Source: an optimization exercise on an open RTL-to-GDS flow (aim: small area). Production flows keep margins and buffers that such runs may drop. At most, simulation tests tie the RTL to the original design; equivalence was not proved. Function not checked in runs 3 and 4: the RTL went through the layout flow alone. Power and IR drop assume default switching activity.

==> config.mk <==
export PLATFORM = sky130hd
export DESIGN_NAME = cnn_top
export DESIGN_NICKNAME = cnn_top
export VERILOG_FILES = /design/flow/design.v
export SDC_FILE = /design/flow/constraint.sdc
export NUM_CORES = 4
export LEC_CHECK = 0
export CAP_MARGIN = 20
export CORE_MARGIN = 2
export CORE_UTILIZATION = 60
export SLEW_MARGIN = 20
==> constraint.sdc <==
create_clock -name core_clock -period 10.0 [get_ports {clk}]
set_input_delay 2.0000 -clock core_clock [delete_from_list [all_inputs] [get_ports {clk}]]
set_output_delay 2.0000 -clock core_clock [all_outputs]
set_load 0.01 [all_outputs]
==> design.v <==
module cnn_mac (input logic [7:0] a, input logic [7:0] b, input logic [19:0] acc,
                input logic clr, output logic [19:0] q);
    logic p1;
    logic p2;
    logic p3;
    logic p4;
    logic p5;
    logic p6;
    logic p7;
    logic p8;
    logic p9;
    logic p10;
    logic p11;
    logic p12;
    logic p13;
    logic p14;
    logic p15;
    logic p16;
    logic p17;
    logic p18;
    logic p19;
    logic p20;
    logic p21;
    logic p22;
    logic p23;
    logic p24;
    logic p25;
    logic p26;
    logic p27;
    logic p28;
    logic p29;
    logic p30;
    logic p31;
    logic p32;
    logic p33;
    logic p34;
    logic p35;
    logic p36;
    logic p37;
    logic p38;
    logic p39;
    logic p40;
    logic p41;
    logic p42;
    logic p43;
    logic p44;
    logic p45;
    logic p46;
    logic p47;
    logic p48;
    logic p49;
    logic p50;
    logic p51;
    logic p52;
    logic p53;
    logic p54;
    logic p55;
    logic p56;
    logic p57;
    logic p58;
    logic p59;
    logic p60;
    logic p61;
    logic p62;
    logic p63;
    logic p64;
    logic p65;
    logic p66;
    logic p67;
    logic p68;
    logic p69;
    logic p70;
    logic p71;
    logic p72;
    logic p73;
    logic p74;
    logic p75;
    logic p76;
    logic p77;
    logic p78;
    logic p79;
    logic p80;
    logic p81;
    logic p82;
    logic p83;
    logic p84;
    logic s85;
    logic c86;
    logic s87;
    logic c88;
    logic s89;
    logic c90;
    logic s91;
    logic c92;
    logic s93;
    logic c94;
    logic s95;
    logic c96;
    logic s97;
    logic c98;
    logic s99;
    logic c100;
    logic s101;
    logic c102;
    logic s103;
    logic c104;
    logic s105;
    logic c106;
    logic s107;
    logic c108;
    logic s109;
    logic c110;
    logic s111;
    logic c112;
    logic s113;
    logic c114;
    logic s115;
    logic c116;
    logic s117;
    logic c118;
    logic s119;
    logic c120;
    logic s121;
    logic c122;
    logic s123;
    logic c124;
    logic s125;
    logic c126;
    logic s127;
    logic c128;
    logic s129;
    logic c130;
    logic s131;
    logic c132;
    logic s133;
    logic c134;
    logic s135;
    logic c136;
    logic s137;
    logic c138;
    logic s139;
    logic c140;
    logic s141;
    logic c142;
    logic s143;
    logic c144;
    logic s145;
    logic c146;
    logic s147;
    logic c148;
    logic s149;
    logic c150;
    logic s151;
    logic c152;
    logic s153;
    logic c154;
    logic s155;
    logic c156;
    logic s157;
    logic c158;
    logic s159;
    logic c160;
    logic s161;
    logic c162;
    logic s163;
    logic c164;
    logic s165;
    logic c166;
    logic s167;
    logic c168;
    logic s169;
    logic c170;
    logic s171;
    logic c172;
    logic s173;
    logic c174;
    logic s175;
    logic c176;
    logic s177;
    logic c178;
    logic s179;
    logic c180;
    logic s181;
    logic c182;
    logic s183;
    logic c184;
    logic s185;
    logic c186;
    logic s187;
    logic c188;
    logic s189;
    logic c190;
    logic s191;
    logic c192;
    logic s193;
    logic c194;
    logic s195;
    logic c196;
    logic s197;
    logic c198;
    logic s199;
    logic c200;
    logic s201;
    logic c202;
    logic s203;
    logic c204;
    logic s205;
    logic c206;
    logic s207;
    logic c208;
    logic r209;
    logic rc210;
    logic r211;
    logic rc212;
    logic r213;
    logic rc214;
    logic r215;
    logic rc216;
    logic r217;
    logic rc218;
    logic r219;
    logic rc220;
    logic r221;
    logic rc222;
    logic r223;
    logic rc224;
    logic r225;
    logic rc226;
    logic r227;
    logic rc228;
    logic r229;
    logic rc230;
    logic r231;
    logic rc232;
    logic r233;
    logic rc234;
    logic r235;
    logic rc236;
    logic r237;
    logic rc238;
    logic r239;
    logic rc240;
    logic r241;
    logic rc242;
    logic r243;
    logic rc244;
    logic r245;
    logic rc246;
    logic r247;
    logic rc248;
    assign p1 = (a[0] & b[0]);
    assign p2 = (acc[0] & ~clr);
    assign p3 = (a[0] & b[1]);
    assign p4 = (a[1] & b[0]);
    assign p5 = (acc[1] & ~clr);
    assign p6 = (a[0] & b[2]);
    assign p7 = (a[1] & b[1]);
    assign p8 = (a[2] & b[0]);
    assign p9 = (acc[2] & ~clr);
    assign p10 = (a[0] & b[3]);
    assign p11 = (a[1] & b[2]);
    assign p12 = (a[2] & b[1]);
    assign p13 = (a[3] & b[0]);
    assign p14 = (acc[3] & ~clr);
    assign p15 = (a[0] & b[4]);
    assign p16 = (a[1] & b[3]);
    assign p17 = (a[2] & b[2]);
    assign p18 = (a[3] & b[1]);
    assign p19 = (a[4] & b[0]);
    assign p20 = (acc[4] & ~clr);
    assign p21 = (a[0] & b[5]);
    assign p22 = (a[1] & b[4]);
    assign p23 = (a[2] & b[3]);
    assign p24 = (a[3] & b[2]);
    assign p25 = (a[4] & b[1]);
    assign p26 = (a[5] & b[0]);
    assign p27 = (acc[5] & ~clr);
    assign p28 = (a[0] & b[6]);
    assign p29 = (a[1] & b[5]);
    assign p30 = (a[2] & b[4]);
    assign p31 = (a[3] & b[3]);
    assign p32 = (a[4] & b[2]);
    assign p33 = (a[5] & b[1]);
    assign p34 = (a[6] & b[0]);
    assign p35 = (acc[6] & ~clr);
    assign p36 = ~(a[0] & b[7]);
    assign p37 = (a[1] & b[6]);
    assign p38 = (a[2] & b[5]);
    assign p39 = (a[3] & b[4]);
    assign p40 = (a[4] & b[3]);
    assign p41 = (a[5] & b[2]);
    assign p42 = (a[6] & b[1]);
    assign p43 = (a[7] & b[0]);
    assign p44 = (acc[7] & ~clr);
    assign p45 = ~(a[1] & b[7]);
    assign p46 = (a[2] & b[6]);
    assign p47 = (a[3] & b[5]);
    assign p48 = (a[4] & b[4]);
    assign p49 = (a[5] & b[3]);
    assign p50 = (a[6] & b[2]);
    assign p51 = (a[7] & b[1]);
    assign p52 = (acc[8] & ~clr);
    assign p53 = ~(a[2] & b[7]);
    assign p54 = (a[3] & b[6]);
    assign p55 = (a[4] & b[5]);
    assign p56 = (a[5] & b[4]);
    assign p57 = (a[6] & b[3]);
    assign p58 = (a[7] & b[2]);
    assign p59 = (acc[9] & ~clr);
    assign p60 = ~(a[3] & b[7]);
    assign p61 = (a[4] & b[6]);
    assign p62 = (a[5] & b[5]);
    assign p63 = (a[6] & b[4]);
    assign p64 = (a[7] & b[3]);
    assign p65 = (acc[10] & ~clr);
    assign p66 = ~(a[4] & b[7]);
    assign p67 = (a[5] & b[6]);
    assign p68 = (a[6] & b[5]);
    assign p69 = (a[7] & b[4]);
    assign p70 = (acc[11] & ~clr);
    assign p71 = ~(a[5] & b[7]);
    assign p72 = (a[6] & b[6]);
    assign p73 = (a[7] & b[5]);
    assign p74 = (acc[12] & ~clr);
    assign p75 = ~(a[6] & b[7]);
    assign p76 = (a[7] & b[6]);
    assign p77 = (acc[13] & ~clr);
    assign p78 = ~(a[7] & b[7]);
    assign p79 = (acc[14] & ~clr);
    assign p80 = (acc[15] & ~clr);
    assign p81 = (acc[16] & ~clr);
    assign p82 = (acc[17] & ~clr);
    assign p83 = (acc[18] & ~clr);
    assign p84 = (acc[19] & ~clr);
    assign s85 = p36 ^ p37;
    assign c86 = p36 & p37;
    assign s87 = p21 ^ p22;
    assign c88 = p21 & p22;
    cnn_fa u_s89 (.x(p28), .y(p29), .z(p30), .s(s89), .c(c90));
    assign s91 = p31 ^ p32;
    assign c92 = p31 & p32;
    cnn_fa u_s93 (.x(p38), .y(p39), .z(p40), .s(s93), .c(c94));
    cnn_fa u_s95 (.x(p41), .y(p42), .z(p43), .s(s95), .c(c96));
    assign s97 = 1'b1 ^ p44;
    assign c98 = 1'b1 & p44;
    cnn_fa u_s99 (.x(p45), .y(p46), .z(p47), .s(s99), .c(c100));
    cnn_fa u_s101 (.x(p48), .y(p49), .z(p50), .s(s101), .c(c102));
    cnn_fa u_s103 (.x(p51), .y(p52), .z(c86), .s(s103), .c(c104));
    cnn_fa u_s105 (.x(p53), .y(p54), .z(p55), .s(s105), .c(c106));
    cnn_fa u_s107 (.x(p56), .y(p57), .z(p58), .s(s107), .c(c108));
    cnn_fa u_s109 (.x(p60), .y(p61), .z(p62), .s(s109), .c(c110));
    assign s111 = p10 ^ p11;
    assign c112 = p10 & p11;
    cnn_fa u_s113 (.x(p15), .y(p16), .z(p17), .s(s113), .c(c114));
    assign s115 = p18 ^ p19;
    assign c116 = p18 & p19;
    cnn_fa u_s117 (.x(p23), .y(p24), .z(p25), .s(s117), .c(c118));
    cnn_fa u_s119 (.x(p26), .y(p27), .z(s87), .s(s119), .c(c120));
    cnn_fa u_s121 (.x(p33), .y(p34), .z(p35), .s(s121), .c(c122));
    cnn_fa u_s123 (.x(c88), .y(s89), .z(s91), .s(s123), .c(c124));
    cnn_fa u_s125 (.x(s85), .y(c90), .z(c92), .s(s125), .c(c126));
    cnn_fa u_s127 (.x(s93), .y(s95), .z(s97), .s(s127), .c(c128));
    cnn_fa u_s129 (.x(c94), .y(c96), .z(c98), .s(s129), .c(c130));
    cnn_fa u_s131 (.x(s99), .y(s101), .z(s103), .s(s131), .c(c132));
    cnn_fa u_s133 (.x(p59), .y(c100), .z(c102), .s(s133), .c(c134));
    cnn_fa u_s135 (.x(c104), .y(s105), .z(s107), .s(s135), .c(c136));
    cnn_fa u_s137 (.x(p63), .y(p64), .z(p65), .s(s137), .c(c138));
    cnn_fa u_s139 (.x(c106), .y(c108), .z(s109), .s(s139), .c(c140));
    cnn_fa u_s141 (.x(p66), .y(p67), .z(p68), .s(s141), .c(c142));
    cnn_fa u_s143 (.x(p69), .y(p70), .z(c110), .s(s143), .c(c144));
    cnn_fa u_s145 (.x(p71), .y(p72), .z(p73), .s(s145), .c(c146));
    assign s147 = p6 ^ p7;
    assign c148 = p6 & p7;
    cnn_fa u_s149 (.x(p12), .y(p13), .z(p14), .s(s149), .c(c150));
    cnn_fa u_s151 (.x(p20), .y(c112), .z(s113), .s(s151), .c(c152));
    cnn_fa u_s153 (.x(c114), .y(c116), .z(s117), .s(s153), .c(c154));
    cnn_fa u_s155 (.x(c118), .y(c120), .z(s121), .s(s155), .c(c156));
    cnn_fa u_s157 (.x(c122), .y(c124), .z(s125), .s(s157), .c(c158));
    cnn_fa u_s159 (.x(c126), .y(c128), .z(s129), .s(s159), .c(c160));
    cnn_fa u_s161 (.x(c130), .y(c132), .z(s133), .s(s161), .c(c162));
    cnn_fa u_s163 (.x(c134), .y(c136), .z(s137), .s(s163), .c(c164));
    cnn_fa u_s165 (.x(c138), .y(c140), .z(s141), .s(s165), .c(c166));
    cnn_fa u_s167 (.x(p74), .y(c142), .z(c144), .s(s167), .c(c168));
    cnn_fa u_s169 (.x(p75), .y(p76), .z(p77), .s(s169), .c(c170));
    assign s171 = p3 ^ p4;
    assign c172 = p3 & p4;
    cnn_fa u_s173 (.x(p8), .y(p9), .z(s147), .s(s173), .c(c174));
    cnn_fa u_s175 (.x(s111), .y(c148), .z(s149), .s(s175), .c(c176));
    cnn_fa u_s177 (.x(s115), .y(c150), .z(s151), .s(s177), .c(c178));
    cnn_fa u_s179 (.x(s119), .y(c152), .z(s153), .s(s179), .c(c180));
    cnn_fa u_s181 (.x(s123), .y(c154), .z(s155), .s(s181), .c(c182));
    cnn_fa u_s183 (.x(s127), .y(c156), .z(s157), .s(s183), .c(c184));
    cnn_fa u_s185 (.x(s131), .y(c158), .z(s159), .s(s185), .c(c186));
    cnn_fa u_s187 (.x(s135), .y(c160), .z(s161), .s(s187), .c(c188));
    cnn_fa u_s189 (.x(s139), .y(c162), .z(s163), .s(s189), .c(c190));
    cnn_fa u_s191 (.x(s143), .y(c164), .z(s165), .s(s191), .c(c192));
    cnn_fa u_s193 (.x(s145), .y(c166), .z(s167), .s(s193), .c(c194));
    cnn_fa u_s195 (.x(c146), .y(c168), .z(s169), .s(s195), .c(c196));
    cnn_fa u_s197 (.x(p78), .y(p79), .z(c170), .s(s197), .c(c198));
    assign s199 = 1'b1 ^ p80;
    assign c200 = 1'b1 & p80;
    assign s201 = 1'b1 ^ p81;
    assign c202 = 1'b1 & p81;
    assign s203 = 1'b1 ^ p82;
    assign c204 = 1'b1 & p82;
    assign s205 = 1'b1 ^ p83;
    assign c206 = 1'b1 & p83;
    assign s207 = 1'b1 ^ p84;
    assign c208 = 1'b1 & p84;
    assign r209 = p1 ^ p2;
    assign rc210 = p1 & p2;
    cnn_fa u_r211 (.x(p5), .y(s171), .z(rc210), .s(r211), .c(rc212));
    cnn_fa u_r213 (.x(c172), .y(s173), .z(rc212), .s(r213), .c(rc214));
    cnn_fa u_r215 (.x(c174), .y(s175), .z(rc214), .s(r215), .c(rc216));
    cnn_fa u_r217 (.x(c176), .y(s177), .z(rc216), .s(r217), .c(rc218));
    cnn_fa u_r219 (.x(c178), .y(s179), .z(rc218), .s(r219), .c(rc220));
    cnn_fa u_r221 (.x(c180), .y(s181), .z(rc220), .s(r221), .c(rc222));
    cnn_fa u_r223 (.x(c182), .y(s183), .z(rc222), .s(r223), .c(rc224));
    cnn_fa u_r225 (.x(c184), .y(s185), .z(rc224), .s(r225), .c(rc226));
    cnn_fa u_r227 (.x(c186), .y(s187), .z(rc226), .s(r227), .c(rc228));
    cnn_fa u_r229 (.x(c188), .y(s189), .z(rc228), .s(r229), .c(rc230));
    cnn_fa u_r231 (.x(c190), .y(s191), .z(rc230), .s(r231), .c(rc232));
    cnn_fa u_r233 (.x(c192), .y(s193), .z(rc232), .s(r233), .c(rc234));
    cnn_fa u_r235 (.x(c194), .y(s195), .z(rc234), .s(r235), .c(rc236));
    cnn_fa u_r237 (.x(c196), .y(s197), .z(rc236), .s(r237), .c(rc238));
    cnn_fa u_r239 (.x(c198), .y(s199), .z(rc238), .s(r239), .c(rc240));
    cnn_fa u_r241 (.x(c200), .y(s201), .z(rc240), .s(r241), .c(rc242));
    cnn_fa u_r243 (.x(c202), .y(s203), .z(rc242), .s(r243), .c(rc244));
    cnn_fa u_r245 (.x(c204), .y(s205), .z(rc244), .s(r245), .c(rc246));
    cnn_fa u_r247 (.x(c206), .y(s207), .z(rc246), .s(r247), .c(rc248));
    assign q = {r247, r245, r243, r241, r239, r237, r235, r233, r231, r229, r227, r225, r223, r221, r219, r217, r215, r213, r211, r209};
endmodule
module cnn_fa (input logic x, input logic y, input logic z, output logic s, output logic c);
    assign s = x ^ y ^ z;
    assign c = (x & y) | (x & z) | (y & z);
endmodule
`timescale 1ns/1ns
module cnn_top
(
    input  logic        clk,
    input  logic        reset,
    input  logic        load_req,
    input  logic [15:0] load_cmd,        
    output logic        load_ack,
    input  logic        run_req,
    output logic        run_ack,
    output logic [81:0] result           
);
    localparam logic [2:0] S_IDLE  = 3'd0;
    localparam logic [2:0] S_WAIT  = 3'd1;
    localparam logic [2:0] S_CONV  = 3'd2;      
    localparam logic [2:0] S_CONV2 = 3'd3;      
    localparam logic [2:0] S_DENSE = 3'd4;
    localparam logic [2:0] S_FIN   = 3'd5;      
    localparam logic [2:0] S_ACK   = 3'd6;
    logic [2:0]  state;
    logic [5:0]  phi;
    logic [1:0]  ph;                         
    logic [1:0]  pl;                         
    logic [3:0]  psi;
    logic [1:0]  cls;
    logic        wflag;                      
    logic [63:0][7:0] img;
    logic [8:0][7:0]  flt;
    logic [35:0][7:0] wts;
    logic [8:0][7:0]  fea;
    logic signed [19:0] scores [0:3];
    logic [1:0]  win_class;
    assign result = {win_class, scores[3], scores[2], scores[1], scores[0]};
    logic psi0;
    logic psi_end;
    logic t_last;                            
    assign psi     = {ph, 1'b0} + 4'(ph) + 4'(pl);
    assign psi0    = ph == 2'd0 && pl == 2'd0;
    assign psi_end = ph == 2'd2 && pl == 2'd2;
    assign t_last  = psi_end && cls == 2'd3 && phi == 6'd63;
    always_ff @(posedge clk or negedge reset)
    begin
        if (!reset)
        begin
            phi <= '0;
            ph  <= '0;
            pl  <= '0;
            cls <= '0;
        end
        else
        begin
            phi <= phi + 6'd1;
            if (pl == 2'd2)
            begin
                pl <= 2'd0;
                ph <= (ph == 2'd2) ? 2'd0 : ph + 2'd1;
            end
            else
            begin
                pl <= pl + 2'd1;
            end
            if (psi_end)
            begin
                cls <= cls + 2'd1;
            end
        end
    end
    logic [1:0] tgt;
    logic [5:0] addr;
    logic [7:0] din;
    logic [5:0] d_img;
    logic [1:0] w_cls;
    logic [3:0] w_k;
    logic       pending;
    logic       wr_ok;
    logic       ack_ok;
    logic       hit_img, hit_flt, hit_wts, ignored, we;
    assign tgt  = load_cmd[15:14];
    assign addr = load_cmd[13:8];
    assign din  = load_cmd[7:0];
    assign d_img = {addr[5:4] - phi[5:4], 4'd0};
    assign w_cls = addr >= 6'd27 ? 2'd3 : addr >= 6'd18 ? 2'd2 : addr >= 6'd9 ? 2'd1 : 2'd0;
    assign w_k   = 4'(addr - 6'd9 * 6'(w_cls));
    assign hit_img = tgt == 2'd0 && addr[3:0] == phi[3:0];
    assign hit_flt = tgt == 2'd1 && addr == 6'(psi);
    assign hit_wts = tgt == 2'd2 && addr < 6'd36
                     && w_k == psi;
    assign ignored = tgt == 2'd3 || (tgt == 2'd1 && addr >= 6'd9)
                     || (tgt == 2'd2 && addr >= 6'd36);
    assign pending = load_req && !load_ack;
    assign ack_ok  = state == S_IDLE && !run_req;
    assign wr_ok   = ack_ok || state == S_ACK;      
    assign we      = pending && wr_ok;
    always_ff @(posedge clk or negedge reset)
    begin
        if (!reset)
        begin
            load_ack <= 1'b0;
            wflag    <= 1'b0;
        end
        else
        begin
            wflag <= pending && (wflag || (we && (hit_img || hit_flt || hit_wts)));
            if (pending && ack_ok && (hit_img || hit_flt || hit_wts || ignored || wflag))
            begin
                load_ack <= 1'b1;
            end
            else if (!load_req)
            begin
                load_ack <= 1'b0;
            end
        end
    end
    always_ff @(posedge clk)
    begin
        for (int p = 0; p < 64; p++)
        begin
            img[p] <= img[(p + 1) % 64];
        end
        for (int m = 0; m < 4; m++)
        begin
            if (we && hit_img && d_img[5:4] == 2'(m + 1))
            begin
                img[16*m + 15] <= din;
            end
        end
    end
    always_ff @(posedge clk)
    begin
        for (int p = 0; p < 8; p++)
        begin
            flt[p] <= flt[p + 1];
        end
        flt[8] <= (we && hit_flt) ? din : flt[0];
    end
    always_ff @(posedge clk)
    begin
        for (int p = 0; p < 36; p++)
        begin
            wts[p] <= wts[(p + 1) % 36];
        end
        for (int m = 0; m < 4; m++)
        begin
            if (we && hit_wts && w_cls - cls == 2'(m + 1))
            begin
                wts[9*m + 8] <= din;
            end
        end
    end
    logic [7:0]  opa;                        
    logic [7:0]  opb;                        
    logic signed [19:0] sum;                 
    logic dense;
    logic idle;                              
    logic hold;
    assign dense = state == S_DENSE;
    assign idle  = (state == S_CONV && cls[0]) || (state == S_CONV2 && !cls[0]);
    assign hold  = idle || state == S_FIN || state == S_ACK;
    always_comb
    begin
        if (dense || idle)
        begin
            opa = fea[0];
        end
        else
        begin
            opa = (ph == 2'd0) ? img[0] : (ph == 2'd1) ? img[5] : img[10];
        end
        if (dense)
        begin
            opb = wts[0];
        end
        else if (idle)
        begin
            opb = 8'hff;                     
        end
        else
        begin
            opb = flt[0];
        end
    end
    cnn_mac u_mac (.a(opa), .b(opb), .acc(scores[3]), .clr(psi0 && !idle), .q(sum));
    always_ff @(posedge clk)
    begin
        if (!hold)
        begin
            scores[3] <= sum;
        end
    end
    logic [5:0] slot_o;
    logic [3:0] tgt_g;
    logic       tgt_first;                   
    logic       upd;
    logic [7:0] relu;
    assign slot_o = phi - 6'd8;
    always_ff @(posedge clk)
    begin
        if (psi_end)
        begin
            tgt_g     <= {slot_o[5:4], slot_o[2:1]};
            tgt_first <= !slot_o[3] && !slot_o[0];
        end
    end
    assign upd  = idle && tgt_g == {ph, pl};
    assign relu = scores[3][19] ? 8'd0 : (|scores[3][18:8]) ? 8'd255 : scores[3][7:0];
    always_ff @(posedge clk)
    begin
        for (int p = 0; p < 8; p++)
        begin
            fea[p] <= fea[p + 1];
        end
        if (upd && (tgt_first || !sum[19]))
        begin
            fea[8] <= relu;
        end
        else
        begin
            fea[8] <= fea[0];
        end
    end
    logic       cmp;
    logic [1:0] cmp_cls;
    logic [19:0] nbest;                      
    logic [20:0] gtc;                        
    logic [19:0] ca;
    logic [19:0] cb;
    assign cmp     = (dense && psi0 && cls != 2'd0) || state == S_FIN;
    assign cmp_cls = cls - 2'd1;
    assign nbest   = ~((scores[0] & {20{win_class == 2'd0}}) | (scores[1] & {20{win_class == 2'd1}})
                       | (scores[2] & {20{win_class[1]}}));
    assign ca     = {~scores[3][19], scores[3][18:0]};
    assign cb     = {~nbest[19], nbest[18:0]};
    assign gtc[0] = 1'b0;
    for (genvar i = 0; i < 20; i++)
    begin : g_gt
        assign gtc[i + 1] = (ca[i] & cb[i]) | (ca[i] & gtc[i]) | (cb[i] & gtc[i]);
    end
    always_ff @(posedge clk)
    begin
        if (cmp)
        begin
            for (int q = 0; q < 3; q++)
            begin
                if (cmp_cls == 2'(q))
                begin
                    scores[q] <= scores[3];
                end
            end
            if (cmp_cls == 2'd0 || gtc[20])
            begin
                win_class <= cmp_cls;
            end
        end
    end
    always_ff @(posedge clk or negedge reset)
    begin
        if (!reset)
        begin
            state   <= S_IDLE;
            run_ack <= 1'b0;
        end
        else
        begin
            case (state)
                S_IDLE:
                begin
                    if (run_req)
                    begin
                        state <= S_WAIT;
                    end
                end
                S_WAIT:
                begin
                    if (t_last)
                    begin
                        state <= S_CONV;
                    end
                end
                S_CONV:
                begin
                    if (t_last)
                    begin
                        state <= S_CONV2;
                    end
                end
                S_CONV2:
                begin
                    if (t_last)
                    begin
                        state <= S_DENSE;
                    end
                end
                S_DENSE:
                begin
                    if (psi_end && cls == 2'd3)
                    begin
                        state <= S_FIN;
                    end
                end
                S_FIN:
                begin
                    state   <= S_ACK;
                    run_ack <= 1'b1;
                end
                default:
                begin
                    if (!run_req)
                    begin
                        state   <= S_IDLE;
                        run_ack <= 1'b0;
                    end
                end
            endcase
        end
    end
endmodule
==> flow/run.sh <==
#!/bin/bash
set -euo pipefail
export BUFFER_PORTS_ARGS="-buffer_cell sky130_fd_sc_hd__buf_1"
export CTS_ARGS="-sink_clustering_enable -repair_clock_nets -dont_use_dummy_load -buf_list sky130_fd_sc_hd__clkbuf_8 -sink_clustering_size 18 -sink_clustering_max_diameter 60"
bash standard.sh > standard.log 2>&1
==> standard.sh <==
#!/bin/bash
# synth_recipe.tcl (not shown) runs the flow's synth.tcl, then flattens the netlist and writes it again
# the make line also repeats each setting of config.mk as NAME=value (left out here)
make -C /OpenROAD-flow-scripts/flow DESIGN_CONFIG=/design/flow/config.mk WORK_HOME=/design/flow/orfs CLKGATE_MAP_FILE= SYNTH_SCRIPT=/design/flow/synth_recipe.tcl "${@:-finish}"
==> out/results.env, run 1 <==
SETUP_TNS_AFTER_FINAL_LAYOUT_NS=0
SYNTH.NET_COUNT=1855
CRITICAL_PATH.ENDPOINT_TYPE='flip-flop'
WORSTSKEWPAIRLATENCY_NS=0.68
DRIVE_GT1_SHARE_PCT=9.85
POWER_SWITCHING_SHARE_PCT=24.0
VIAS=12200
REPORT.FINAL.SETUP_VIOL=0
CRITPATHLAUNCHTYPE='flip-flop'
DP_WORST_SLACK_NS=0.0630
POST_ROUTE_DRC=0
POWER_DENSITY_mW_PER_MM2=234
SYNTH_ENABLE_FLOP_CELLS=87
INTPOWER_W=0.00528
COMBINATIONALPOWERSHARE_PCT=9.7
GRT_FIRST_PASS_WIRELENGTH_MM=68.3
SEQ_POWER_SHARE_PCT=65.1
SYNTH_FLOP_CELL='dfxtp_1'
SWITCHING_POWER_W=0.00167
CRITICALPATHCATEGORY='flip-flop to flip-flop'
CTS.HOLD.BUFFERS_ADDED=0
TRACK_USAGE_PCT=19.0
DIE_AREA_MM2=0.0475
PLACEMENT.IO_BUFFERS=103
POSTSYNTH.ASYNCRESETSHARE_PCT=1.72
CLOCKROOTBUFFER='clkbuf_8'
CRIT_TOP_CELL='fa_1'
INITIAL_CORE_UTIL_PCT=60.7
FINALCRITICALPERIOD_NS=9.53
FINAL_ANTENNA_NET_COUNT=0
DIEWIDTH_UM=218
FIRST_ITER_VIOLATIONS=653
FINISH.INSTANCE_AREA_MM2=0.0298
P_R_AREA_GROWTH_VS_SYN_PCT=8.35
CRITPATHSLOWESTCELL='fa_1'
CTS.HTREE.LEVELS=3
POST-LAYOUT-TOTAL-POWER_W=0.00695
SHARE_CLK_OF_TOTAL_POWER_PCT=25.3
ANTENNA_CELLS_INSERTED=0
SETUP_REPAIR_AFTER_GLOBAL_ROUTING_MISSED_ITS_MARGIN='no'
FIRST_GLOBAL_VIAS=12100
DP_HPWL_MM=29.2
SETUP_WS_NS=0.467
POST-ROUTE-PERIOD-UTIL_PCT=95.3
FP.COREAREA_MM2=0.0453
LAYOUT.FILLER_CELLS=3291
DIE_HEIGHT_UM=218
ANTENNA_FOUND_INITIAL=0
GRT_OVERFLOW_TOTAL=0
YS_TYPES=58
FINALHOLDWORSTSLACK_NS=0.294
PIN_COUNT=104
SLOWEST_DELAY_NS=0.47
VDD_IR_DROP_MAX_uV=200
MOSTFREQUENTLAYOUTCELLS='dfxtp_1, buf_1, inv_1, edfxtp_1, nor2_1'
SLEW_HEADROOM_PCT=31.3
PLACED_INSTANCE_AREA_MM2=0.0288
MAXSLEWVIOLCOUNT=0
NUMBER_OF_CTS_INSERTED_BUFFERS=69
CTS_TREE='built'
REGAREA_MM2=0.0220
SYN-INSTANCE-COUNT=1738
HP-CLASS='flip-flop to flip-flop'
FINAL_COMMON_CELL='dfxtp_1'
LEAK_PWR_nW=12.0
PIN_COUNT_OF_THE_BIGGEST_NET_ENTERING_GLOBAL_ROUTING=29
WORSTPATHMAXFANOUT=8
FINALHOLDVIOLATIONS=0
MULTI_INPUT_COMB_AREA_MM2=0.00514
TIMING_WORST_SLEW_PIN_VALUE_NS=1.03
CP.REQUIRED_NS=10.53
CTS.SINK_COUNT=1049
ROUTED_LENGTH_PER_PLACED_INSTANCE_UM=17.3
NETS=2037
VIAS_PER_CELL=4.84
TIMING.MAX_CAP.VIOLATIONS=0
DETAIL_ROUTE.FIRST_PASS.ITERATIONS=5
WORSTPATHARRIVAL_NS=10.06
ROW_COUNT=78
PLACE.GP.CONGESTION=0.828
NETLIST.TOP_CELL.BY_AREA='dfxtp_1'
MAX_FREQ_MHz=105
SYN-MEAN-INSTANCE-AREA_UM2=15.8
YS.WARNINGS.COUNT=3
SYNTH_SEQ_CELLS=1049
SYNTH_SEQ_AREA_SHARE_PCT=79.9
RUN_STATUS='no timing/DRC/antenna violations'
MAXIMUM_CLOCK_SKEW_AT_FINAL_LAYOUT_NS=0.0780
POST-SYNTH-TOP-AREA-FRACTION_PCT=68.8
CLK_PIN_SLEW_NS=0.10
WIRELENGTH_MM=43.5
DEEPEST_CLOCK_PATH_BUFFER_COUNT=3
YOSYS-TOP-CELLS-AREA='dfxtp_1, edfxtp_1, fa_1'
POST_SYN_AREA_MM2=0.0275
## state kept, by name (all words and copies together) (netlist names)
register / count
img: 512
tgt_first: 1
tgt_g: 4
state: 3
run_ack: 1
pl: 2
ph: 2
win_class: 2
wts: 288
scores: 80
cls: 2
wflag: 1
flt: 72
load_ack: 1
phi: 6
fea: 72
## worst paths after layout
| kind | end | start | cells after the start | slack [ns] |
|---|---|---|---|---|
| min | img[139] | img[147] | 0 | 0.29 |
| max | fea[68] | ph[1] | 37 | 0.47 |
| min reg2reg | img[139] | img[147] | 0 | 0.29 |
| max reg2reg | fea[68] | ph[1] | 37 | 0.47 |
| max in group asynchronous | cls[0] | reset | 1 | 8.27 |
| min in group asynchronous | ph[1] | reset | 1 | 1.31 |
## metal layers
metal | up-vias | track usage, % | part of all wire, %
li1 | 5933 | - | -
met1 | 5893 | 28.2 | 50
met2 | 273 | 28.0 | 43
met3 | 78 | 4.18 | 4.7
met4 | 0 | 6.19 | 2.6
met5 | - | 0 | 0
## critical path, delay by kind of cell, from the launching register on
family | cells | cell delay (ns)
AO/OA/AOI/OAI | 3 | 0.64
XOR/XNOR | 1 | 0.13
adder cells (fa/ha/maj) | 20 | 6.71
buffers and inverters | 8 | 0.79
flip-flops | 1 | 0.40
multiplexers | 2 | 0.53
AND/OR/NAND/NOR | 3 | 0.16
## through the flow
stage,utilization (%),cells
finish,65.7,2518
global route,65.7,2518
CTS,65.6,2517
detailed placement,63.5,2448
global placement,63.5,2448
floorplan,-,1738
## area by class of cell
class	count	share of cell area (%)
flip-flops and latches	1049	73.8
clock buffers	69	3.19
repair buffers	132	2.06
multi-input cells	577	17.3
inverters	91	1.15
well taps	600	2.52
## repair_timing
| action | 4_1_cts | 5_1_grt |
|---|---|---|
| resized for setup | 0 | 11 |
| setup buffers | 0 | 1 |
| endpoints found under the setup margin | 0 | 8 |
## power groups by stage
stage	clock network (W)	registers (W)	logic, W
2_1_floorplan	0	0.00459	0.000446
3_5_place_dp	0	0.00462	0.000677
4_1_cts	0.00182	0.00452	0.000678
6_report	0.00176	0.00453	0.000672
5_1_grt	0.00197	0.00454	0.000773
3_3_place_gp	0	0.00462	0.000656
## logic make-up (layout without fill, tap and decap cells)
family,count (synthesis),after routing,synth area share [%]
and+or+nand+nor,213,213,3.68
DFF,1049,1049,79.9
xor gates and xnor gates,33,33,1.05
AOI/OAI and AO/OA,111,111,2.55
buffers and inverters,112,292,1.55
muxes,116,116,4.64
adders and majority gates,104,104,6.59
## synth_stat cells (all sizes together), types with 9 or more instances
| master | n |
|---|---|
| edfxtp | 87 |
| nand2b | 9 |
| xnor2 | 22 |
| mux2 | 90 |
| inv | 91 |
| nor2b | 10 |
| ha | 27 |
| clkbuf | 16 |
| nand2 | 53 |
| mux2i | 26 |
| dfrtp | 18 |
| dfxtp | 944 |
| a21oi | 42 |
| o21ai | 27 |
| xor2 | 11 |
| fa | 70 |
| or2 | 11 |
| nand3 | 11 |
| nor2 | 90 |
==> run 2, diff against run 1 <==
==> flow/run.sh (replaced) <==
#!/bin/bash
set -euo pipefail
export BUFFER_PORTS_ARGS="-buffer_cell sky130_fd_sc_hd__buf_1"
export CTS_ARGS="-sink_clustering_enable -repair_clock_nets -dont_use_dummy_load -buf_list sky130_fd_sc_hd__clkbuf_8 -sink_clustering_size 20 -sink_clustering_max_diameter 50"
bash standard.sh > standard.log 2>&1
==> config.mk (replaced) <==
export PLATFORM = sky130hd
export DESIGN_NAME = cnn_top
export DESIGN_NICKNAME = cnn_top
export VERILOG_FILES = /design/flow/design.v
export SDC_FILE = /design/flow/constraint.sdc
export NUM_CORES = 4
export LEC_CHECK = 0
export CAP_MARGIN = 5
export CORE_MARGIN = 2
export CORE_UTILIZATION = 70
export SLEW_MARGIN = 5
==> out/results.env, run 2 <==
LAYOUT.FILLER_CELLS=2137
CTS.HTREE.LEVELS=3
CTS_TREE='built'
PLACE_INST=2366
FINALCRITICALPERIOD_NS=9.57
POSTSYNTH.ASYNCRESETSHARE_PCT=1.72
WORSTPATHMAXFANOUT=14
VDD_IR_DROP_MAX_uV=178
DIE_HEIGHT_UM=202
SYN-MEAN-INSTANCE-AREA_UM2=15.8
SETUP_TNS_AFTER_FINAL_LAYOUT_NS=0
NETLIST.TOP_CELL.BY_AREA='dfxtp_1'
TRACK_USAGE_PCT=24.0
ANTENNA_FOUND_INITIAL=1
CTS.HOLD.BUFFERS_ADDED=0
ROW_COUNT=72
CLOCKROOTBUFFER='clkbuf_8'
SYNTH_SEQ_CELLS=1049
POST-SYNTH-TOP-AREA-FRACTION_PCT=68.8
TIMING.MAX_CAP.VIOLATIONS=0
REPORT.FINAL.SETUP_VIOL=0
MAX_FREQ_MHz=104
SYNTH_SEQ_AREA_SHARE_PCT=79.9
CTS.SINK_COUNT=1049
TIMING_WORST_SLEW_PIN_VALUE_NS=1.29
MOSTFREQUENTLAYOUTCELLS='dfxtp_1, buf_1, inv_1, nor2_1, edfxtp_1'
CRIT_TOP_CELL='fa_1'
NETS=2035
PLACE.GP.CONGESTION=0.894
PIN_COUNT_OF_THE_BIGGEST_NET_ENTERING_GLOBAL_ROUTING=30
CRITICAL_PATH.ENDPOINT_TYPE='flip-flop'
SLEW_HEADROOM_PCT=13.9
FINALHOLDWORSTSLACK_NS=0.272
YS.WARNINGS.COUNT=3
POST_SYN_AREA_MM2=0.0275
ANTENNA_CELLS_INSERTED=0
CRITPATHSLOWESTCELL='dfrtp_1'
VIAS=12300
SLOWEST_DELAY_NS=0.49
TIMING.CRITICAL_PATH.TO='fea[65]'
WORSTSKEWPAIRLATENCY_NS=0.68
PLACEMENT.IO_BUFFERS=103
DETAIL_ROUTE.FIRST_PASS.ITERATIONS=5
SETUP_WS_NS=0.426
DIEWIDTH_UM=202
WIRELENGTH_MM=47.1
SYNTH.NET_COUNT=1855
PIN_COUNT=104
MAXSLEWVIOLCOUNT=0
R2R_SLACK_NS=0.43
WORST_R2R_STARTPOINT='state[2]'
HOLDCRITSTARTPOINT='fea[64]'
HOLDPATHSTAGES=0
MAXIMUM_CLOCK_SKEW_AT_FINAL_LAYOUT_NS=0.118
POWER_DENSITY_mW_PER_MM2=235
SYNTH_ENABLE_FLOP_CELLS=87
FINALHOLDVIOLATIONS=0
NUMBER_OF_CTS_INSERTED_BUFFERS=67
SETUP_REPAIR_AFTER_GLOBAL_ROUTING_MISSED_ITS_MARGIN='no'
DP_WORST_SLACK_NS=0.120
REGMOSTFLOPS='img'
WORST_R2R_END='fea[65]'
FLIP_FLOP_COUNT_OF_THE_LARGEST_REGISTER_ALL_COPIES_AND_WORDS_ADDED=512
WORSTPATHARRIVAL_NS=10.03
POST-ROUTE-PERIOD-UTIL_PCT=95.7
ROUTED_LENGTH_PER_PLACED_INSTANCE_UM=19.3
HP-CLASS='flip-flop to flip-flop'
SYN-INSTANCE-COUNT=1738
DIE_AREA_MM2=0.0408
CRITICALPATHCATEGORY='flip-flop to flip-flop'
POST-LAYOUT-TOTAL-POWER_W=0.00697
DEEPEST_CLOCK_PATH_BUFFER_COUNT=3
NETLIST_TOP_CELLS_COUNT='dfxtp_1, inv_1, edfxtp_1, nor2_1, fa_1'
INITIAL_CORE_UTIL_PCT=71.1
FP.COREAREA_MM2=0.0386
FINAL_COMMON_CELL='dfxtp_1'
GRT_OVERFLOW_TOTAL=0
FINAL_ANTENNA_NET_COUNT=0
CRIT_START='state[2]'
VIAS_PER_CELL=5.06
LARGESTREGISTERS='img x512, wts x288, scores x80'
DRIVE_GT1_SHARE_PCT=9.81
DP_HPWL_MM=30.8
CRITPATHLAUNCHTYPE='flip-flop'
LEAK_PWR_nW=12.0
FIRST_ITER_VIOLATIONS=721
FINISH.CELL_COUNT_WITHOUT_FILLERS=2434
SYNTHMOSTINSTANTIATEDCELL='dfxtp_1'
FIRST_GLOBAL_VIAS=12900
POST_ROUTE_DRC=0
CLK_PIN_SLEW_NS=0.11
CP.REQUIRED_NS=10.46
P_R_AREA_GROWTH_VS_SYN_PCT=7.83
YS_TYPES=58
R2R.WORST_PATH.CELLS=32
RUN_STATUS='no timing/DRC/antenna violations'
GRT_FIRST_PASS_WIRELENGTH_MM=73.3
YOSYS-TOP-CELLS-AREA='dfxtp_1, edfxtp_1, fa_1'
SYNTH_FLOP_CELL='dfxtp_1'
[run 2: how the worst min path moves through the flow]
stage	endpoint	slack [ns]
global placement	img[50]	0.31
floorplan	fea[0]	0.31
CTS	fea[56]	0.26
global route	fea[56]	0.26
detailed placement	img[347]	0.31
finish	fea[56]	0.27
[run 2: area by class of cell]
cell class	count	area (um^2)	area share, %
Clock buffer	67	922	3.11
Inverter	91	342	1.15
Multi-Input combinational cell	577	5130	17.3
Sequential cell	1049	22000	74.1
Tap cell	518	648	2.19
Timing Repair Buffer	132	612	2.07
[run 2: per-layer routing]
layer / part of all wire [%] / vias up / GRT usage (%)
met5: 0 / - / 0
met4: 2.9 / 0 / 8.13
met3: 4.6 / 92 / 4.40
met2: 47 / 314 / 38.7
met1: 46 / 5996 / 33.2
li1: - / 5925 / -
[run 2: worst max-delay path: cells and delay by family (launching register included)]
kind                       cells  cell delay, ns
AOI/OAI and AO/OA              2            0.47
adders and majority gates     18            6.50
DFF                            1            0.49
buffers and inverters          6            0.90
and+or+nand+nor                4            0.63
xor gates and xnor gates       1            0.13
muxes                          1            0.34
[run 2: per-stage QoR]
step,utilization [%],area (um^2)
after floorplan,-,27500
after global placement,74.1,28600
after detailed placement,74.1,28600
after CTS,76.5,29600
after global routing,76.6,29600
final,76.6,29600
[run 2: power by group]
group | internal [W] | leakage, nW | switching, W
Sequential | 0.00440 | 8.63 | 0.000135
Clock | 0.000607 | 0.482 | 0.00115
Combinational | 0.000267 | 2.87 | 0.000409
[run 2: cells by family (layout without fill, tap and decap cells)]
kind of cell | after synthesis | in the layout | share of synthesized area (%)
DFF | 1049 | 1049 | 79.9
and+or+nand+nor | 213 | 213 | 3.68
muxes | 116 | 116 | 4.64
buffers and inverters | 112 | 290 | 1.55
AOI/OAI and AO/OA | 111 | 111 | 2.55
adders and majority gates | 104 | 104 | 6.59
xor gates and xnor gates | 33 | 33 | 1.05
[run 2: what timing repair did]
action                                  4_1_cts  5_1_grt
hold endpoints to repair                      0        0
gates resized for setup                       1       13
endpoints found under the setup margin        3        8
setup buffers                                 0        1
==> run 3, diff against run 2 <==
--- a/design.v
+++ b/design.v
@@ -457,7 +457,6 @@
     logic [5:0]  phi;
     logic [1:0]  ph;                         
     logic [1:0]  pl;                         
-    logic [3:0]  psi;
     logic [1:0]  cls;
     logic        wflag;                      
     logic [63:0][7:0] img;
@@ -470,7 +469,6 @@
     logic psi0;
     logic psi_end;
     logic t_last;                            
-    assign psi     = {ph, 1'b0} + 4'(ph) + 4'(pl);
     assign psi0    = ph == 2'd0 && pl == 2'd0;
     assign psi_end = ph == 2'd2 && pl == 2'd2;
     assign t_last  = psi_end && cls == 2'd3 && phi == 6'd63;
@@ -504,9 +502,10 @@
     logic [1:0] tgt;
     logic [5:0] addr;
     logic [7:0] din;
-    logic [5:0] d_img;
-    logic [1:0] w_cls;
-    logic [3:0] w_k;
+    logic [1:0] img_port;                    
+    logic [1:0] a_q;                         
+    logic [1:0] a_h;
+    logic [1:0] a_l;
     logic       pending;
     logic       wr_ok;
     logic       ack_ok;
@@ -514,13 +513,25 @@
     assign tgt  = load_cmd[15:14];
     assign addr = load_cmd[13:8];
     assign din  = load_cmd[7:0];
-    assign d_img = {addr[5:4] - phi[5:4], 4'd0};
-    assign w_cls = addr >= 6'd27 ? 2'd3 : addr >= 6'd18 ? 2'd2 : addr >= 6'd9 ? 2'd1 : 2'd0;
-    assign w_k   = 4'(addr - 6'd9 * 6'(w_cls));
+    assign img_port = {addr[5] ^ ~phi[5] ^ (addr[4] & ~phi[4]), addr[4] ^ ~phi[4]};
+    always_comb
+    begin
+        a_q = 2'd0;
+        a_h = 2'd0;
+        a_l = 2'd0;
+        for (int i = 0; i < 36; i++)
+        begin
+            if (addr == 6'(i))
+            begin
+                a_q = 2'(i / 9);
+                a_h = 2'((i % 9) / 3);
+                a_l = 2'(i % 3);
+            end
+        end
+    end
     assign hit_img = tgt == 2'd0 && addr[3:0] == phi[3:0];
-    assign hit_flt = tgt == 2'd1 && addr == 6'(psi);
-    assign hit_wts = tgt == 2'd2 && addr < 6'd36
-                     && w_k == psi;
+    assign hit_flt = tgt == 2'd1 && addr < 6'd9 && a_h == ph && a_l == pl;
+    assign hit_wts = tgt == 2'd2 && addr < 6'd36 && a_h == ph && a_l == pl;
     assign ignored = tgt == 2'd3 || (tgt == 2'd1 && addr >= 6'd9)
                      || (tgt == 2'd2 && addr >= 6'd36);
     assign pending = load_req && !load_ack;
@@ -555,7 +566,7 @@
         end
         for (int m = 0; m < 4; m++)
         begin
-            if (we && hit_img && d_img[5:4] == 2'(m + 1))
+            if (we && hit_img && img_port == 2'(m))
             begin
                 img[16*m + 15] <= din;
             end
@@ -577,7 +588,7 @@
         end
         for (int m = 0; m < 4; m++)
         begin
-            if (we && hit_wts && w_cls - cls == 2'(m + 1))
+            if (we && hit_wts && a_q - cls == 2'(m + 1))
             begin
                 wts[9*m + 8] <= din;
             end
==> flow/run.sh (replaced) <==
#!/bin/bash
set -euo pipefail
export BUFFER_PORTS_ARGS="-buffer_cell sky130_fd_sc_hd__buf_1"
export CTS_ARGS="-sink_clustering_enable -repair_clock_nets -dont_use_dummy_load -buf_list sky130_fd_sc_hd__clkbuf_8 -sink_clustering_size 18 -sink_clustering_max_diameter 60"
bash standard.sh > standard.log 2>&1
--- a/config.mk
+++ b/config.mk
@@ -5,7 +5,7 @@
 export SDC_FILE = /design/flow/constraint.sdc
 export NUM_CORES = 4
 export LEC_CHECK = 0
-export CAP_MARGIN = 5
+export CAP_MARGIN = 20
 export CORE_MARGIN = 2
-export CORE_UTILIZATION = 70
-export SLEW_MARGIN = 5
+export CORE_UTILIZATION = 60
+export SLEW_MARGIN = 20
==> out/results.env, run 3 <==
GRT_OVERFLOW_TOTAL=0
SYNTH_FLOP_CELL='dfxtp_1'
DETAIL_ROUTE.FIRST_PASS.ITERATIONS=7
WIRELENGTH_MM=42.5
CTS.HOLD.BUFFERS_ADDED=0
FIRST_ITER_VIOLATIONS=661
LAYOUT.FILLER_CELLS=3345
GRT_FIRST_PASS_WIRELENGTH_MM=66.4
REPORT.FINAL.SETUP_VIOL=0
TRACK_USAGE_PCT=18.4
CLK_PIN_SLEW_NS=0.10
SETUP_WS_NS=0.359
FIRST_GLOBAL_VIAS=12200
FINAL_ANTENNA_NET_COUNT=0
POSTSYNTH.ASYNCRESETSHARE_PCT=1.72
YS_TYPES=60
DEEPEST_CLOCK_PATH_BUFFER_COUNT=3
CRITICALPATHCATEGORY='flip-flop to flip-flop'
SYN-MEAN-INSTANCE-AREA_UM2=15.6
WORSTPATHARRIVAL_NS=10.14
FINAL_COMMON_CELL='dfxtp_1'
CRITPATHSLOWESTCELL='fa_1'
POST-LAYOUT-TOTAL-POWER_W=0.00693
POST-ROUTE-PERIOD-UTIL_PCT=96.4
PIN_COUNT=104
FINALCRITICALPERIOD_NS=9.64
CRITPATHLAUNCHTYPE='flip-flop'
USE_MET2_PCT=28.1
SYNTH_SEQ_CELLS=1049
NETLIST_TOP_CELLS_COUNT='dfxtp_1, nor2_1, edfxtp_1'
CP.REQUIRED_NS=10.50
POST-SYNTH-TOP-AREA-FRACTION_PCT=68.9
SHARE_CLK_OF_TOTAL_POWER_PCT=25.4
R2R_SLACK_NS=0.36
MAXIMUM_CLOCK_SKEW_AT_FINAL_LAYOUT_NS=0.0587
SLOWEST_DELAY_NS=0.47
TIMING.MAX_CAP.VIOLATIONS=0
NETS=2031
VDD_IR_DROP_MAX_uV=202
WORSTPATHMAXFANOUT=8
POST_SYN_AREA_MM2=0.0274
P_R_AREA_GROWTH_VS_SYN_PCT=8.36
CRITICAL_PATH.TOP_DELAY_FAMILY='adder cells'
PIN_COUNT_OF_THE_BIGGEST_NET_ENTERING_GLOBAL_ROUTING=31
CRIT_TOP_CELL='fa_1'
SLEW_HEADROOM_PCT=35.8
SETUP_REPAIR_AFTER_GLOBAL_ROUTING_MISSED_ITS_MARGIN='no'
REGAREA_MM2=0.0220
ROUTED_LENGTH_PER_PLACED_INSTANCE_UM=16.8
NUMBER_OF_CTS_INSERTED_BUFFERS=70
SYNTH_SEQ_AREA_SHARE_PCT=80.1
FP.COREAREA_MM2=0.0453
DP_HPWL_MM=28.8
MULTI_INPUT_COMB_AREA_MM2=0.00512
POWER_DENSITY_mW_PER_MM2=233
ANTENNA_CELLS_INSERTED=0
HP-CLASS='flip-flop to flip-flop'
CTS.HTREE.LEVELS=3
GRT_BUSIEST_LAYER='met2'
INTPOWER_W=0.00529
POST_ROUTE_DRC=0
SETUP_TNS_AFTER_FINAL_LAYOUT_NS=0
POWER_SWITCHING_SHARE_PCT=23.7
SWITCHING_POWER_W=0.00164
DP_WORST_SLACK_NS=0.153
MAXSLEWVIOLCOUNT=0
CRITICAL_PATH.ENDPOINT_TYPE='flip-flop'
ROW_COUNT=78
SYN-INSTANCE-COUNT=1754
CLOCKROOTBUFFER='clkbuf_8'
NETLIST.TOP_CELL.BY_AREA='dfxtp_1'
MAX_FREQ_MHz=104
SYNTH_ENABLE_FLOP_CELLS=87
PLACEMENT.IO_BUFFERS=103
INITIAL_CORE_UTIL_PCT=60.5
DIE_AREA_MM2=0.0474
LEAK_PWR_nW=11.9
RUN_STATUS='no timing/DRC/antenna violations'
GRT_UTIL_MET3_PCT=3.61
TIMING_WORST_SLEW_PIN_VALUE_NS=0.962
COMBINATIONALPOWERSHARE_PCT=9.4
GRT_UTIL_MET1_PCT=26.6
DRIVE_GT1_SHARE_PCT=11.5
VIAS_PER_CELL=4.81
FLIP_FLOP_COUNT_OF_THE_LARGEST_REGISTER_ALL_COPIES_AND_WORDS_ADDED=512
YS.WARNINGS.COUNT=3
FINALHOLDVIOLATIONS=0
MOSTFREQUENTLAYOUTCELLS='dfxtp_1, buf_1, nor2_1, edfxtp_1, inv_1'
ANTENNA_FOUND_INITIAL=0
SYNTH.NET_COUNT=1859
WORSTSKEWPAIRLATENCY_NS=0.66
VIAS=12100
LARGESTREGISTERS='img x512, wts x288, scores x80'
SYNTHMOSTINSTANTIATEDCELL='dfxtp_1'
SUM_OF_BUFFERS_AND_INVERTERS_ON_THE_CRITICAL_PATH=7
PLACE.GP.CONGESTION=0.802
DIE_HEIGHT_UM=218
SEQ_POWER_SHARE_PCT=65.2
CTS.SINK_COUNT=1049
YOSYS-TOP-CELLS-AREA='dfxtp_1, edfxtp_1, fa_1'
CTS_TREE='built'
DIEWIDTH_UM=218
REGMOSTFLOPS='img'
[run 3: final cells by class]
class / instances / share of cell area (%)
inverters: 81 / 1.02
well taps: 600 / 2.53
multi-input cells: 593 / 17.2
flip-flops and latches: 1049 / 73.9
clock buffers: 70 / 3.24
repair buffers: 131 / 2.06
[run 3: cells by family after synthesis]
family,after synthesis,share of synthesized area (%)
AO/OA/AOI/OAI,129,2.95
XOR/XNOR,27,0.862
adder cells (fa/ha/maj),87,5.79
buffers and inverters,112,1.60
flip-flops,1049,80.1
multiplexers,113,4.51
AND/OR/NAND/NOR,237,4.19
[run 3: per-layer routing]
| metal | up-vias | routed length, um |
|---|---|---|
| met2 | 253 | 18500 |
| met5 | - | 0 |
| met3 | 67 | 1930 |
| met4 | 0 | 863 |
| li1 | 5984 | - |
| met1 | 5843 | 21200 |
[run 3: path summary, 6_finish.rpt]
| kind | start | to | cells past startpoint |
|---|---|---|---|
| worst max register to register | cls[0] | fea[67] | 34 |
| min in group asynchronous | reset | phi[3] | 1 |
| worst min register to register | img[348] | img[340] | 0 |
| worst max-delay path | cls[0] | fea[67] | 34 |
| worst min-delay path | img[348] | img[340] | 0 |
| max in group asynchronous | reset | state[2] | 1 |
[run 3: worst register-to-register path, delay by kind of cell, from the launching register on]
kind                     cells  cell delay (ns)
AO/OA/AOI/OAI                2             0.62
XOR/XNOR                     2             0.28
adder cells (fa/ha/maj)     19             6.74
buffers and inverters        7             0.67
flip-flops                   1             0.38
multiplexers                 1             0.31
AND/OR/NAND/NOR              3             0.53
[run 3: stage by stage]
stage / instance area, um^2 / instances / util (%) / hold slack (ns)
after global placement: 28700 / 2453 / 63.4 / 0.310
after CTS: 29700 / 2523 / 65.5 / 0.284
final: 29700 / 2524 / 65.6 / 0.283
after global routing: 29700 / 2524 / 65.6 / 0.286
after detailed placement: 28700 / 2453 / 63.4 / 0.312
after floorplan: 27500 / 1754 / - / 0.310
[run 3: what timing repair did]
| action | 4_1_cts | 5_1_grt |
|---|---|---|
| gates resized for setup | 0 | 10 |
| buffers inserted | 0 | 1 |
| endpoints found under the setup margin | 0 | 8 |
[run 3: power groups by stage]
stage          sequential (W)  clock (W)  combinational, W
6_report              0.00452    0.00176          0.000655
5_1_grt               0.00454    0.00199          0.000757
4_1_cts               0.00452    0.00184          0.000659
3_5_place_dp          0.00462          0          0.000658
3_3_place_gp          0.00461          0          0.000640
2_1_floorplan         0.00459          0          0.000447
==> run 4, diff against run 3 <==
--- a/config.mk
+++ b/config.mk
@@ -8,4 +8,5 @@
 export CAP_MARGIN = 20
 export CORE_MARGIN = 2
 export CORE_UTILIZATION = 60
+export GPL_TIMING_DRIVEN = 0
 export SLEW_MARGIN = 20
==> out/results.env, run 4 <==
TIMING.MAX_CAP.VIOLATIONS=0
DIE_HEIGHT_UM=218
MAXIMUM_CLOCK_SKEW_AT_FINAL_LAYOUT_NS=0.0725
ANTENNA_CELLS_INSERTED=0
R2R_SLACK_NS=0.37
FIRST_GLOBAL_VIAS=12200
WORSTPATHARRIVAL_NS=10.11
CRITICALPATHCATEGORY='flip-flop to flip-flop'
TRACK_USAGE_PCT=18.3
WIRELENGTH_MM=41.8
FINALCRITICALPERIOD_NS=9.63
YOSYS-TOP-CELLS-AREA='dfxtp_1, edfxtp_1, fa_1'
TIMING_WORST_SLEW_PIN_VALUE_NS=1.03
CRITPATHLAUNCHTYPE='flip-flop'
CLOCKROOTBUFFER='clkbuf_8'
GRT_FIRST_PASS_WIRELENGTH_MM=66.2
REPORT.FINAL.SETUP_VIOL=0
REGMOSTFLOPS='img'
POST_ROUTE_DRC=0
WORSTPATHMAXFANOUT=10
GRT_OVERFLOW_TOTAL=0
RUN_STATUS='no timing/DRC/antenna violations'
FINISH.INSTANCE_AREA_MM2=0.0298
NETLIST.TOP_CELL.BY_AREA='dfxtp_1'
POST_SYN_AREA_MM2=0.0274
WORSTHOLDENDPOINT='fea[21]'
DRIVE_GT1_SHARE_PCT=12.3
WORST_R2R_STARTPOINT='state[0]'
SYNTH_ENABLE_FLOP_CELLS=87
PLACED_INSTANCE_AREA_MM2=0.0287
REGAREA_MM2=0.0220
MAX_FREQ_MHz=104
P_R_AREA_GROWTH_VS_SYN_PCT=8.77
MOSTFREQUENTLAYOUTCELLS='dfxtp_1, buf_1, nor2_1, edfxtp_1, inv_1'
HOLDCRITSTARTPOINT='fea[29]'
SETUP_REPAIR_AFTER_GLOBAL_ROUTING_MISSED_ITS_MARGIN='no'
VIAS_PER_CELL=4.85
CP.REQUIRED_NS=10.48
MAXSLEWVIOLCOUNT=0
YS_TYPES=60
PIN_COUNT_OF_THE_BIGGEST_NET_ENTERING_GLOBAL_ROUTING=22
FINAL_COMMON_CELL='dfxtp_1'
SYNTH_SEQ_AREA_SHARE_PCT=80.1
LARGESTREGISTERS='img x512, wts x288, scores x80'
FINALHOLDVIOLATIONS=0
SYNTH.NET_COUNT=1859
DIE_AREA_MM2=0.0474
VDD_IR_DROP_MAX_uV=155
MULTI_INPUT_COMB_AREA_MM2=0.00520
PLACEMENT.IO_BUFFERS=101
ROUTED_LENGTH_PER_PLACED_INSTANCE_UM=16.5
DEEPEST_CLOCK_PATH_BUFFER_COUNT=3
SUM_OF_BUFFERS_AND_INVERTERS_ON_THE_CRITICAL_PATH=7
DP_HPWL_MM=27.7
YS.WARNINGS.COUNT=3
FINAL_ANTENNA_NET_COUNT=0
CRITICAL_PATH.TOP_DELAY_FAMILY='adder cells'
WORST_R2R_END='fea[69]'
LEAK_PWR_nW=11.9
POWER_DENSITY_mW_PER_MM2=234
ROW_COUNT=78
PLACE.GP.CONGESTION=0.808
POSTSYNTH.ASYNCRESETSHARE_PCT=1.72
SLOWEST_DELAY_NS=0.51
INITIAL_CORE_UTIL_PCT=60.5
CLK_PIN_SLEW_NS=0.10
CRIT_TOP_CELL='fa_2'
PIN_COUNT=104
POST-SYNTH-TOP-AREA-FRACTION_PCT=68.9
LAYOUT.FILLER_CELLS=3381
VIAS=12300
FINALHOLDWORSTSLACK_NS=0.292
WORSTSKEWPAIRLATENCY_NS=0.65
CTS.HTREE.LEVELS=3
SYN-MEAN-INSTANCE-AREA_UM2=15.6
SYNTH_SEQ_CELLS=1049
SLEW_HEADROOM_PCT=31.3
R2R.WORST_PATH.CELLS=33
FP.COREAREA_MM2=0.0453
CTS.SINK_COUNT=1049
HOLDPATHSTAGES=0
SYNTHMOSTINSTANTIATEDCELL='dfxtp_1'
ANTENNA_FOUND_INITIAL=0
CTS.HOLD.BUFFERS_ADDED=0
SYNTH_FLOP_CELL='dfxtp_1'
CRITICAL_PATH.ENDPOINT_TYPE='flip-flop'
CRITPATHSLOWESTCELL='fa_1'
NETS=2037
FIRST_ITER_VIOLATIONS=581
DETAIL_ROUTE.FIRST_PASS.ITERATIONS=5
SYN-INSTANCE-COUNT=1754
DIEWIDTH_UM=218
NETLIST_TOP_CELLS_COUNT='dfxtp_1, nor2_1, edfxtp_1'
POST-ROUTE-PERIOD-UTIL_PCT=96.3
HP-CLASS='flip-flop to flip-flop'
FLIP_FLOP_COUNT_OF_THE_LARGEST_REGISTER_ALL_COPIES_AND_WORDS_ADDED=512
NUMBER_OF_CTS_INSERTED_BUFFERS=70
CTS_TREE='built'
[run 4: cell counts after synthesis]
No cell type changed its count.
[run 4: kinds of logic after synthesis]
family,synth area share [%]
DFF,80.1
and+or+nand+nor,4.19
AOI/OAI and AO/OA,2.95
muxes,4.51
buffers and inverters,1.60
adders and majority gates,5.79
xor gates and xnor gates,0.862
[run 4: area by class of cell]
cell class	instances	area share, %
timing repair buffer	107	1.48
multi-input combinational	593	17.5
inverter	81	1.02
tap	600	2.52
clock buffer	70	3.23
buffer	30	0.654
sequential	1049	73.6
[run 4: worst max path at each step]
| stage | from | depth (start not counted) | slack (ns) | end |
|---|---|---|---|---|
| 2_1_floorplan | cls[0] | 32 | 0.009 | fea[64] |
| 3_3_place_gp | ph[1] | 31 | -1.32 | fea[67] |
| 3_5_place_dp | ph[1] | 31 | -1.45 | fea[67] |
| 4_1_cts | state[0] | 33 | 0.05 | fea[69] |
| 5_1_grt | state[0] | 36 | 0.03 | fea[69] |
| 6_report | state[0] | 33 | 0.37 | fea[69] |
[run 4: per-layer routing]
metal / global-route usage, % / routed length, um
met5: 0 / 0
met4: 6.44 / 872
met3: 3.17 / 1660
met2: 28.5 / 18900
met1: 26.2 / 20400
[run 4: power breakdown]
part           switching [W]  leakage [nW]  internal [W]
registers           0.000116          8.63       0.00440
clock network        0.00112         0.503      0.000632
logic               0.000418          2.74      0.000283
[run 4: timing repair]
| action | in CTS | in global routing |
|---|---|---|
| pin swaps | 10 | 11 |
| setup buffers | 5 | 0 |
| resized for setup | 43 | 7 |
| endpoints found under the setup margin | 11 | 8 |
[run 4: per-stage QoR]
stage	total power (W)	setup WS [ns]	instances	utilization [%]	setup TNS [ns]
2_1_floorplan	0.00504	0.00934	1754	-	0
5_1_grt	0.00732	0.0326	2530	65.9	0
3_5_place_dp	0.00529	-1.45	2456	63.3	-12.01
4_1_cts	0.00706	0.0497	2531	65.8	0
6_report	0.00697	0.372	2530	65.9	0
3_3_place_gp	0.00524	-1.32	2455	63.2	-10.65
==> run 5, diff against run 4 <==
--- a/design.v
+++ b/design.v
@@ -599,7 +599,8 @@
     logic signed [19:0] sum;                 
     logic dense;
     logic idle;                              
-    logic hold;
+    logic hold;                              
+    logic upd;                               
     assign dense = state == S_DENSE;
     assign idle  = (state == S_CONV && cls[0]) || (state == S_CONV2 && !cls[0]);
     assign hold  = idle || state == S_FIN || state == S_ACK;
@@ -617,27 +618,23 @@
         begin
             opb = wts[0];
         end
-        else if (idle)
+        else if (hold)
         begin
-            opb = 8'hff;                     
+            opb = upd ? 8'hff : 8'h00;
         end
         else
         begin
             opb = flt[0];
         end
     end
-    cnn_mac u_mac (.a(opa), .b(opb), .acc(scores[3]), .clr(psi0 && !idle), .q(sum));
+    cnn_mac u_mac (.a(opa), .b(opb), .acc(scores[3]), .clr(psi0 && !hold), .q(sum));
     always_ff @(posedge clk)
     begin
-        if (!hold)
-        begin
-            scores[3] <= sum;
-        end
+        scores[3] <= sum;
     end
     logic [5:0] slot_o;
     logic [3:0] tgt_g;
     logic       tgt_first;                   
-    logic       upd;
     logic [7:0] relu;
     assign slot_o = phi - 6'd8;
     always_ff @(posedge clk)
==> out/results.env, run 5 <==
RUN_STATUS='no timing/DRC/antenna violations'
CLOCKROOTBUFFER='clkbuf_8'
POSTSYNTH.ASYNCRESETSHARE_PCT=1.72
CLK_PIN_SLEW_NS=0.10
YS_TYPES=59
INITIAL_CORE_UTIL_PCT=60.5
LARGESTREGISTERS='img x512, wts x288, scores x80'
FINAL_ANTENNA_NET_COUNT=0
NETS=2054
MAXIMUM_CLOCK_SKEW_AT_FINAL_LAYOUT_NS=0.0794
WORSTHOLDENDPOINT='flt[21]'
CRITICAL_PATH.ENDPOINT_TYPE='flip-flop'
POST_SYN_AREA_MM2=0.0273
DETAIL_ROUTE.FIRST_PASS.ITERATIONS=5
LAYOUT.FILLER_CELLS=3274
HP-CLASS='flip-flop to flip-flop'
WIRELENGTH_MM=43.4
HOLDPATHSTAGES=0
REGMOSTFLOPS='img'
DIE_HEIGHT_UM=217
POWER_DENSITY_mW_PER_MM2=225
CTS_TREE='built'
CTS.SINK_COUNT=1049
ROUTED_LENGTH_PER_PLACED_INSTANCE_UM=17.0
CRITPATHLAUNCHTYPE='flip-flop'
FINALHOLDVIOLATIONS=0
REPORT.FINAL.SETUP_VIOL=0
FINAL_COMMON_CELL='dfxtp_1'
CTS.HOLD.BUFFERS_ADDED=0
FP.COREAREA_MM2=0.0451
CRITPATHSLOWESTCELL='fa_1'
CRITICALPATHCATEGORY='flip-flop to flip-flop'
VIAS_PER_CELL=4.89
NETLIST.TOP_CELL.BY_AREA='dfxtp_1'
FIN_UTIL_PCT=66.0
PIN_COUNT=104
SYNTHMOSTINSTANTIATEDCELL='dfxtp_1'
POST_ROUTE_DRC=0
SLOWEST_DELAY_NS=0.49
SYN-INSTANCE-COUNT=1759
SYNTH_SEQ_CELLS=1049
POST-SYNTH-TOP-AREA-FRACTION_PCT=70.7
FIRST_ITER_VIOLATIONS=853
FLIP_FLOP_COUNT_OF_THE_LARGEST_REGISTER_ALL_COPIES_AND_WORDS_ADDED=512
R2R.WORST_PATH.CELLS=36
SETUP_REPAIR_AFTER_GLOBAL_ROUTING_MISSED_ITS_MARGIN='no'
ANTENNA_FOUND_INITIAL=4
DIEWIDTH_UM=217
PLACE.GP.CONGESTION=0.870
TRACK_USAGE_PCT=19.1
SYNTH_FLOP_CELL='dfxtp_1'
ROW_COUNT=78
FIRST_GLOBAL_VIAS=12400
CRITICAL_PATH.TOP_DELAY_FAMILY='adder cells'
SYNTH.NET_COUNT=1864
FINALHOLDWORSTSLACK_NS=0.304
MOSTFREQUENTLAYOUTCELLS='dfxtp_1, buf_1, mux2_2, nor2_1, inv_1'
P_R_AREA_GROWTH_VS_SYN_PCT=9.15
TIMING_WORST_SLEW_PIN_VALUE_NS=1.07
DP_HPWL_MM=29.0
VIAS=12500
MAXSLEWVIOLCOUNT=0
PLACE_INST=2464
CP.REQUIRED_NS=10.53
NETLIST_TOP_CELLS_COUNT='dfxtp_1, mux2_2, nor2_1'
PIN_COUNT_OF_THE_BIGGEST_NET_ENTERING_GLOBAL_ROUTING=21
GRT_OVERFLOW_TOTAL=0
SLEW_HEADROOM_PCT=28.3
HOLDCRITSTARTPOINT='flt[29]'
VDD_IR_DROP_MAX_uV=205
YOSYS-TOP-CELLS-AREA='dfxtp_1, edfxtp_1, fa_1'
LEAK_PWR_nW=11.9
WORSTSKEWPAIRLATENCY_NS=0.68
NUMBER_OF_CTS_INSERTED_BUFFERS=70
WORST_R2R_END='fea[68]'
DRIVE_GT1_SHARE_PCT=12.7
R2R_SLACK_NS=0.42
YS.WARNINGS.COUNT=3
DEEPEST_CLOCK_PATH_BUFFER_COUNT=3
SYNTH_ENABLE_FLOP_CELLS=67
WORSTPATHMAXFANOUT=10
SETUP_TNS_AFTER_FINAL_LAYOUT_NS=0
FINISH.CELL_COUNT_WITHOUT_FILLERS=2550
WORSTPATHARRIVAL_NS=10.11
SYNTH_SEQ_AREA_SHARE_PCT=79.8
CTS.HTREE.LEVELS=3
WORST_R2R_STARTPOINT='state[0]'
POST-ROUTE-PERIOD-UTIL_PCT=95.8
MAX_FREQ_MHz=104
FINALCRITICALPERIOD_NS=9.58
PLACEMENT.IO_BUFFERS=102
GRT_FIRST_PASS_WIRELENGTH_MM=68.8
POST-LAYOUT-TOTAL-POWER_W=0.00671
CRIT_TOP_CELL='fa_2'
SYN-MEAN-INSTANCE-AREA_UM2=15.5
DIE_AREA_MM2=0.0472
SUM_OF_BUFFERS_AND_INVERTERS_ON_THE_CRITICAL_PATH=7
TIMING.MAX_CAP.VIOLATIONS=0
==> run 5: report_power, final <==
| part | internal [W] | switching, W | leakage (nW) |
|---|---|---|---|
| logic | 0.000225 | 0.000328 | 2.75 |
| clock network | 0.000632 | 0.00114 | 0.503 |
| registers | 0.00431 | 0.0000790 | 8.60 |
==> run 5: routing by layer <==
| layer | vias up | global-route usage, % | wire (um) |
|---|---|---|---|
| met1 | 6017 | 27.4 | 21300 |
| met4 | 4 | 6.69 | 1190 |
| met5 | - | 0 | 21 |
| met3 | 94 | 4.40 | 2170 |
| li1 | 6062 | - | - |
| met2 | 290 | 28.9 | 18800 |
==> run 5: repair_timing <==
| action | in CTS | in global routing |
|---|---|---|
| pin swaps | 7 | 3 |
| setup endpoints to repair | 12 | 8 |
| cloned | 0 | 0 |
| resized for setup | 46 | 20 |
| setup buffers | 12 | 3 |
==> run 5: kinds of logic after synthesis <==
group / synth area share (%)
flip-flops: 79.8
AND/OR/NAND/NOR: 4.36
AO/OA/AOI/OAI: 3.37
multiplexers: 4.22
buffers and inverters: 1.48
adder cells (fa/ha/maj): 5.93
XOR/XNOR: 0.867
==> run 5: metrics by stage <==
step                      setup slack [ns]  cell area, um^2
after global placement               -1.55            28400
after CTS                           0.0485            29700
after floorplan                     0.0926            27300
after global routing                0.0194            29800
after detailed placement             -1.60            28500
final                                0.416            29800
==> run 5: worst max path at each step <==
stage	start	end	depth (start not counted)
2_1_floorplan	cls[0]	fea[69]	36
3_3_place_gp	cls[0]	fea[68]	37
3_5_place_dp	cls[0]	fea[68]	37
4_1_cts	cls[0]	fea[68]	37
5_1_grt	ph[1]	fea[68]	36
6_report	state[0]	fea[68]	36
==> run 5: cell type report <==
type                    instances  area (um^2)  share of cell area [%]
clock buffers                  70          963                    3.24
well taps                     600          751                    2.52
flip-flops and latches       1049        21800                    73.1
repair buffers                120          544                    1.83
diodes                          3         7.51                  0.0252
multi-input cells             606         5290                    17.8
plain buffers                  25          161                   0.542
inverters                      77          293                   0.983
==> run 5: worst register-to-register path, delay by kind of cell (launching register included) <==
family,cells,cell delay [ns]
adder cells (fa/ha/maj),18,6.66
AO/OA/AOI/OAI,4,0.46
AND/OR/NAND/NOR,5,0.71
flip-flops,1,0.46
buffers and inverters,7,0.81
XOR/XNOR,2,0.36

Check on run 5: ideal ports give 0.416 ns setup slack; a clkbuf_16 on the clock port and buf_2 on the inputs give 0.416 ns; moving port delays by the midpoint clock arrival (0.692 ns) as well gives 0.416 ns.
